What follows belongs to an exercise in optimizing a design on an open flow for small area and a short achievable clock period; a production flow would make more cautious choices. Where RTL was checked, it was by simulation tests only, not by an equivalence proof against the original.

yarrow:
==> module requant, before the edit <==
module requant (
	input  logic [21-1:0] acc,
	output logic [16-1:0] q
);
	assign q = {1'b0, acc[18:4] & {15{~acc[21-1]}}};
endmodule
==> module squeeze_ctrl, before the edit <==
module squeeze_ctrl (
	input  logic       clk,
	input  logic       arst_n,
	input  logic       en,
	input  logic       ram_feedback,
	output logic [2:0] chan,
	output logic       first,
	output logic       sample,
	output logic       finish
);
	localparam int NPIX = 3 * 3;
	logic       first1;
	logic       last1, last2;
	logic [3:0] pix_cnt;
	logic       layer_end;
	logic       fb_seen;
	always_ff @(posedge clk or negedge arst_n) begin
		if (!arst_n) begin
			chan   <= 3'd0;
			first1 <= 1'b0;
			first  <= 1'b0;
			last1  <= 1'b0;
			last2  <= 1'b0;
			sample <= 1'b0;
		end else begin
			if (en) chan <= chan + 3'd1;
			first1 <= en && (chan == 3'd0);
			first  <= first1;
			last1  <= en && (chan == 3'd7);
			last2  <= last1;
			sample <= last2;
		end
	end
	always_ff @(posedge clk or negedge arst_n) begin
		if (!arst_n) begin
			pix_cnt   <= '0;
			layer_end <= 1'b0;
		end else if (last2 && !layer_end) begin
			pix_cnt <= pix_cnt + 1'b1;
			if (pix_cnt == NPIX - 1) layer_end <= 1'b1;
		end
	end
	always_ff @(posedge clk or negedge arst_n) begin
		if (!arst_n) begin
			fb_seen <= 1'b0;
		end else if (ram_feedback) begin
			fb_seen <= 1'b1;
		end
	end
	assign finish = layer_end && !fb_seen;
endmodule
==> module squeeze_top, before the edit <==
module squeeze_top (
	input  logic                             clk,
	input  logic                             arst_n,
	input  logic                             en,
	input  logic [16-1:0]            ifm,
	input  logic                             ram_feedback,
	output logic [4*16-1:0] ofm,
	output logic                             sample,
	output logic                             finish
);
	logic [2:0]            chan;
	logic                  first;
	logic [16-1:0] x;
	logic [18:0]           m1, m3, m5;
	squeeze_ctrl ctrl_i (
		.clk          (clk),
		.arst_n       (arst_n),
		.en           (en),
		.ram_feedback (ram_feedback),
		.chan         (chan),
		.first        (first),
		.sample       (sample),
		.finish       (finish)
	);
	always_ff @(posedge clk) begin
		x <= ifm ^ {16{~chan[1]}};
	end
	assign m1 = {{3{x[15]}}, x};
	assign m3 = m1 + (m1 << 1);
	assign m5 = m1 + (m1 << 2);
	genvar l;
	generate
		for (l = 0; l < 4; l++) begin : g_lane
			logic [18:0]          op;
			logic [21-1:0] acc;
			coef_rom #(.LANE(l)) sel_i (
				.clk    (clk),
				.arst_n (arst_n),
				.en     (en),
				.chan   (chan),
				.m1     (m1),
				.m3     (m3),
				.m5     (m5),
				.op     (op)
			);
			mac_lane #(.LANE(l)) mac_i (
				.clk   (clk),
				.first (first),
				.op    ({{(21-19){op[18]}}, op}),
				.acc   (acc)
			);
			requant rq_i (
				.acc (acc),
				.q   (ofm[l*16 +: 16])
			);
		end
	endgenerate
endmodule
Settings: LEC_CHECK=0, ABC_AREA=1, CAP_MARGIN=20, CORE_MARGIN=2, CORE_UTILIZATION=40, PLACE_DENSITY=0.45, SETUP_SLACK_MARGIN=5.0, SLEW_MARGIN=20; clock period 7.5 ns.
standard.sh (not shown) runs the stock make flow with config.mk's settings and CLKGATE_MAP_FILE= SYNTH_SCRIPT=/design/flow/synth_recipe.tcl, a recipe that flattens the netlist after the stock synthesis.
==> flow/flow/run.sh <==
#!/bin/bash
set -euo pipefail
bash standard.sh \
  "BUFFER_PORTS_ARGS=-buffer_cell sky130_fd_sc_hd__buf_2" \
  "MATCH_CELL_FOOTPRINT=0" \
  "CTS_ARGS=-sink_clustering_enable -repair_clock_nets -dont_use_dummy_load -sink_clustering_size 25 -sink_clustering_max_diameter 80 -buf_list {sky130_fd_sc_hd__clkbuf_8 sky130_fd_sc_hd__clkbuf_16}" \
  finish > make_finish.log 2>&1
Modified inputs, sierra compared to yarrow
==> flow/design.v, changed modules only <==
module requant (
	input  logic                  clk,
	input  logic [21-1:0]  acc,
	output logic [16-1:0] q
);
	logic [14:0] r;
	always_ff @(posedge clk) begin
		r <= acc[18:4] & {15{~acc[21-1]}};
	end
	assign q = {1'b0, r};
endmodule
module squeeze_ctrl (
	input  logic       clk,
	input  logic       arst_n,
	input  logic       en,
	input  logic       ram_feedback,
	output logic [2:0] chan,
	output logic       first,
	output logic       sample,
	output logic       finish
);
	localparam int NPIX = 3 * 3;
	logic       first1;
	logic       last1, last2, last3;
	logic [3:0] pix_cnt;
	logic       layer_end;
	logic       fb_seen;
	always_ff @(posedge clk or negedge arst_n) begin
		if (!arst_n) begin
			chan   <= 3'd0;
			first1 <= 1'b0;
			first  <= 1'b0;
			last1  <= 1'b0;
			last2  <= 1'b0;
			last3  <= 1'b0;
			sample <= 1'b0;
		end else begin
			if (en) chan <= chan + 3'd1;
			first1 <= en && (chan == 3'd0);
			first  <= first1;
			last1  <= en && (chan == 3'd7);
			last2  <= last1;
			last3  <= last2;
			sample <= last3;
		end
	end
	always_ff @(posedge clk or negedge arst_n) begin
		if (!arst_n) begin
			pix_cnt   <= '0;
			layer_end <= 1'b0;
		end else if (last3 && !layer_end) begin
			pix_cnt <= pix_cnt + 1'b1;
			if (pix_cnt == NPIX - 1) layer_end <= 1'b1;
		end
	end
	always_ff @(posedge clk or negedge arst_n) begin
		if (!arst_n) begin
			fb_seen <= 1'b0;
		end else if (ram_feedback) begin
			fb_seen <= 1'b1;
		end
	end
	assign finish = layer_end && !fb_seen;
endmodule
module squeeze_top (
	input  logic                             clk,
	input  logic                             arst_n,
	input  logic                             en,
	input  logic [16-1:0]            ifm,
	input  logic                             ram_feedback,
	output logic [4*16-1:0] ofm,
	output logic                             sample,
	output logic                             finish
);
	logic [2:0]            chan;
	logic                  first;
	logic [16-1:0] x;
	logic [18:0]           m1, m3, m5;
	squeeze_ctrl ctrl_i (
		.clk          (clk),
		.arst_n       (arst_n),
		.en           (en),
		.ram_feedback (ram_feedback),
		.chan         (chan),
		.first        (first),
		.sample       (sample),
		.finish       (finish)
	);
	always_ff @(posedge clk) begin
		x <= ifm ^ {16{~chan[1]}};
	end
	assign m1 = {{3{x[15]}}, x};
	assign m3 = m1 + (m1 << 1);
	assign m5 = m1 + (m1 << 2);
	genvar l;
	generate
		for (l = 0; l < 4; l++) begin : g_lane
			logic [18:0]          op;
			logic [21-1:0] acc;
			coef_rom #(.LANE(l)) sel_i (
				.clk    (clk),
				.arst_n (arst_n),
				.en     (en),
				.chan   (chan),
				.m1     (m1),
				.m3     (m3),
				.m5     (m5),
				.op     (op)
			);
			mac_lane #(.LANE(l)) mac_i (
				.clk   (clk),
				.first (first),
				.op    ({{(21-19){op[18]}}, op}),
				.acc   (acc)
			);
			requant rq_i (
				.clk (clk),
				.acc (acc),
				.q   (ofm[l*16 +: 16])
			);
		end
	endgenerate
endmodule
## What came out
The clock period minus worst slack in sierra sits 0.049 ns below the value recorded for yarrow.
On post-synthesis share of cell area spent on and, or, nand and nor gates: between yarrow and sierra, it ends up higher for yarrow.
Summary of sierra over yarrow: maximum frequency grew by about 1.9%, final cell count picked up an extra 117, number of synthesized register bits shows an increase of 61, number of fill cells in the layout now larger.
Per the comparison of sierra with yarrow, cell area after layout rose about 11%, number of cells on the critical path climbed 1, post-synthesis to final-layout area growth shows an increase of 2.0 points.
For sierra, only the layout was checked, not whether the RTL still works.

---

## rev 12
The RTL this note starts from:
==> flow/design.v <==
`timescale 1ns/10ps
package squeeze_pkg;
	function automatic int wk(input int lane, input int chan);
		wk = ((lane * 7 + chan * 3 + 2) % 13) - 6;
	endfunction
	function automatic int bk(input int lane);
		bk = (((lane * 5 + 1) % 7) - 3) * 64;
	endfunction
	function automatic int term_off(input int lane, input int chan);
		int k, a, sneg, lneg;
		k    = wk(lane, chan);
		a    = (k < 0) ? -k : k;
		sneg = (wk(0, chan) < 0) ? 1 : 0;
		lneg = (k < 0) ? 1 : 0;
		if (k == 0)
			term_off = 0;
		else if (lneg == sneg)
			term_off = -a * sneg;
		else
			term_off = a * sneg - 1;
	endfunction
	function automatic int preload(input int lane);
		int p;
		p = bk(lane);
		for (int c = 0; c < 8; c++) p = p - term_off(lane, c);
		preload = p;
	endfunction
endpackage
`timescale 1ns/10ps
module coef_rom #(
	parameter int LANE = 0
) (
	input  logic          clk,
	input  logic          arst_n,
	input  logic          en,
	input  logic [2:0]    chan,
	input  logic [18:0]   m1,
	input  logic [18:0]   m3,
	input  logic [18:0]   m5,
	output logic [18:0]   op
);
	logic [6:1] s_p_d, s_p_q, s_n_d, s_n_q;
	always_comb begin
		s_p_d = '0;
		s_n_d = '0;
		for (int c = 0; c < 8; c++) begin
			if (en && chan == c) begin
				for (int a = 1; a <= 6; a++) begin
					if (squeeze_pkg::wk(LANE, c) == a || squeeze_pkg::wk(LANE, c) == -a) begin
						if ((squeeze_pkg::wk(LANE, c) < 0) == (squeeze_pkg::wk(0, c) < 0))
							s_p_d[a] = 1'b1;
						else
							s_n_d[a] = 1'b1;
					end
				end
			end
		end
	end
	always_ff @(posedge clk or negedge arst_n) begin
		if (!arst_n) begin
			s_p_q <= '0;
			s_n_q <= '0;
		end else begin
			s_p_q <= s_p_d;
			s_n_q <= s_n_d;
		end
	end
	logic [18:0] mul [6:1];
	logic [18:0] t;
	assign mul[1] = m1;
	assign mul[2] = m1 << 1;
	assign mul[3] = m3;
	assign mul[4] = m1 << 2;
	assign mul[5] = m5;
	assign mul[6] = m3 << 1;
	always_comb begin
		t = '0;
		for (int a = 1; a <= 6; a++) begin
			t = t | ({19{s_p_q[a]}} & mul[a])
			      | ({19{s_n_q[a]}} & ~mul[a]);
		end
	end
	always_ff @(posedge clk) begin
		op <= t;
	end
endmodule
`timescale 1ns/10ps
module mac_lane #(
	parameter int LANE = 0
) (
	input  logic                   clk,
	input  logic                   first,
	input  logic [21-1:0]   op,
	output logic [21-1:0]   acc,
	output logic                   pos
);
	localparam int PRE_I = squeeze_pkg::preload(LANE);
	logic [21-1:0] preload;
	logic [21-1:0] sum;
	assign preload = PRE_I;
	assign sum     = (first ? preload : acc) + op;
	always_ff @(posedge clk) begin
		acc <= sum;
		pos <= ~sum[21-1];
	end
endmodule
`timescale 1ns/10ps
module requant (
	input  logic [21-1:0]  acc,
	input  logic                  pos,
	output logic [16-1:0] q
);
	assign q = {1'b0, acc[18:4] & {15{pos}}};
endmodule
`timescale 1ns/10ps
module squeeze_ctrl (
	input  logic       clk,
	input  logic       arst_n,
	input  logic       en,
	input  logic       ram_feedback,
	output logic [2:0] chan,
	output logic       first,
	output logic       sample,
	output logic       finish
);
	localparam int NPIX = 3 * 3;
	logic       first1;
	logic       last1, last2;
	logic [3:0] pix_cnt;
	logic       layer_end;
	logic       fb_seen;
	always_ff @(posedge clk or negedge arst_n) begin
		if (!arst_n) begin
			chan   <= 3'd0;
			first1 <= 1'b0;
			first  <= 1'b0;
			last1  <= 1'b0;
			last2  <= 1'b0;
			sample <= 1'b0;
		end else begin
			if (en) chan <= chan + 3'd1;
			first1 <= en && (chan == 3'd0);
			first  <= first1;
			last1  <= en && (chan == 3'd7);
			last2  <= last1;
			sample <= last2;
		end
	end
	always_ff @(posedge clk or negedge arst_n) begin
		if (!arst_n) begin
			pix_cnt   <= '0;
			layer_end <= 1'b0;
		end else if (last2 && !layer_end) begin
			pix_cnt <= pix_cnt + 1'b1;
			if (pix_cnt == NPIX - 1) layer_end <= 1'b1;
		end
	end
	always_ff @(posedge clk or negedge arst_n) begin
		if (!arst_n) begin
			fb_seen <= 1'b0;
		end else if (ram_feedback) begin
			fb_seen <= 1'b1;
		end
	end
	assign finish = layer_end && !fb_seen;
endmodule
`timescale 1ns/10ps
module squeeze_top (
	input  logic                             clk,
	input  logic                             arst_n,
	input  logic                             en,
	input  logic [16-1:0]            ifm,
	input  logic                             ram_feedback,
	output logic [4*16-1:0] ofm,
	output logic                             sample,
	output logic                             finish
);
	logic [2:0]            chan;
	logic                  first;
	logic [16-1:0] x;
	logic [18:0]           m1, m3, m5;
	squeeze_ctrl ctrl_i (
		.clk          (clk),
		.arst_n       (arst_n),
		.en           (en),
		.ram_feedback (ram_feedback),
		.chan         (chan),
		.first        (first),
		.sample       (sample),
		.finish       (finish)
	);
	always_ff @(posedge clk) begin
		x <= ifm ^ {16{~chan[1]}};
	end
	assign m1 = {{3{x[15]}}, x};
	assign m3 = m1 + (m1 << 1);
	assign m5 = m1 + (m1 << 2);
	genvar l;
	generate
		for (l = 0; l < 4; l++) begin : g_lane
			logic [18:0]          op;
			logic [21-1:0] acc;
			logic                 pos;
			coef_rom #(.LANE(l)) sel_i (
				.clk    (clk),
				.arst_n (arst_n),
				.en     (en),
				.chan   (chan),
				.m1     (m1),
				.m3     (m3),
				.m5     (m5),
				.op     (op)
			);
			mac_lane #(.LANE(l)) mac_i (
				.clk   (clk),
				.first (first),
				.op    ({{(21-19){op[18]}}, op}),
				.acc   (acc),
				.pos   (pos)
			);
			requant rq_i (
				.acc (acc),
				.pos (pos),
				.q   (ofm[l*16 +: 16])
			);
		end
	endgenerate
endmodule
export LEC_CHECK = 0
export ABC_AREA = 1
export CAP_MARGIN = 20
export CORE_MARGIN = 2
export CORE_UTILIZATION = 40
export PLACE_DENSITY = 0.45
export SETUP_SLACK_MARGIN = 4.9
export SLEW_MARGIN = 20
create_clock -name core_clock -period 7.5 [get_ports {clk}]
==> flow/flow/run.sh <==
#!/bin/bash
set -euo pipefail
bash standard.sh \
  "BUFFER_PORTS_ARGS=-buffer_cell sky130_fd_sc_hd__buf_2" \
  "MATCH_CELL_FOOTPRINT=0" \
  "CTS_ARGS=-repair_clock_nets -dont_use_dummy_load -buf_list {sky130_fd_sc_hd__clkbuf_16}" \
  finish > make_finish.log 2>&1
Relative to rev 12, the following input files were edited for rev 13:
-- flow/design.v --
<<< rev 12, line 92
	input  logic                   first,
	input  logic [21-1:0]   op,
	output logic [21-1:0]   acc,
	output logic                   pos
);
	localparam int PRE_I = squeeze_pkg::preload(LANE);
	logic [21-1:0] preload;
	logic [21-1:0] sum;
	assign preload = PRE_I;
	assign sum     = (first ? preload : acc) + op;
	always_ff @(posedge clk) begin
		acc <= sum;
		pos <= ~sum[21-1];
	end
endmodule
`timescale 1ns/10ps
module requant (
	input  logic [21-1:0]  acc,
	input  logic                  pos,
	output logic [16-1:0] q
);
	assign q = {1'b0, acc[18:4] & {15{pos}}};
endmodule
`timescale 1ns/10ps
>>> rev 13, line 92
	input  logic                   first,
	input  logic [21-1:0]   op,
	output logic [21-1:0]   acc
);
	localparam int PRE_I = squeeze_pkg::preload(LANE);
	logic [21-1:0] preload;
	assign preload = PRE_I;
	always_ff @(posedge clk) begin
		acc <= (first ? preload : acc) + op;
	end
endmodule
`timescale 1ns/10ps
module requant (
	input  logic [21-1:0] acc,
	output logic [16-1:0] q
);
	assign q = {1'b0, acc[18:4] & {15{~acc[21-1]}}};
endmodule
`timescale 1ns/10ps
<<< rev 12, line 201
			logic [18:0]          op;
			logic [21-1:0] acc;
			logic                 pos;
			coef_rom #(.LANE(l)) sel_i (
				.clk    (clk),
>>> rev 13, line 196
			logic [18:0]          op;
			logic [21-1:0] acc;
			coef_rom #(.LANE(l)) sel_i (
				.clk    (clk),
<<< rev 12, line 216
				.first (first),
				.op    ({{(21-19){op[18]}}, op}),
				.acc   (acc),
				.pos   (pos)
			);
			requant rq_i (
				.acc (acc),
				.pos (pos),
				.q   (ofm[l*16 +: 16])
			);
>>> rev 13, line 210
				.first (first),
				.op    ({{(21-19){op[18]}}, op}),
				.acc   (acc)
			);
			requant rq_i (
				.acc (acc),
				.q   (ofm[l*16 +: 16])
			);
==> comparison <==
Of rev 13 and rev 12, the run reporting the higher number of filler cells placed in the layout was rev 13.
Per the comparison of rev 13 with rev 12, global-route track usage on met3 saw a decrease, actual slew at the worst max-slew pin saw a decrease.
Between rev 13 and rev 12, the part of the Yosys area used for sequential elements does not differ in any meaningful way.
Rev 13 vs rev 12, least setup slack across all paths after layout went up by 46 ps.
Rev 13 vs rev 12 on average instance area after synthesis: rev 13 is the lower one.
Where final period demand of the worst path is concerned, rev 12 is outperformed by rev 13.
In rev 13 relative to rev 12, routed wire length had gone down slightly.
Delta (rev 13 minus rev 12): count of placed standard cells including taps down 36, post-synthesis instance total down 31.
For rev 12, only the layout was checked, not whether the RTL still works.

-- separate check: timing with driven ports --
The results above use ideal ports. As a check the final layouts listed here were re-extracted and re-timed, cells and wires unchanged. Step 1, drivers: a clkbuf_16 drives clk and a buf_2 each remaining input, both assumed. Step 2, shift: input delay + t, output delay - t, t = (earliest + latest rising clock arrival at the registers) / 2. This alone moves slack from input paths to output paths. a / b / c = no drivers / after step 1 / after step 2; a / b = the first two.
| run | t, ns | slack for setup (ns) | hold slack, ns |
|---|---|---|---|
| yarrow | 0.532 | 4.828 / 4.775 / 5.085 | 0.384 / 0.384 / 0.384 |
| sierra | 0.579 | 4.877 / 4.824 / 5.061 | 0.357 / 0.357 / 0.357 |
| rev 12 | 0.497 | 4.827 / 4.773 / 4.953 | 0.431 / 0.431 / 0.431 |
| rev 13 | 0.491 | 4.873 / 4.818 / 5.004 | 0.379 / 0.379 / 0.379 |
After both steps setup and hold are still met in every run listed.
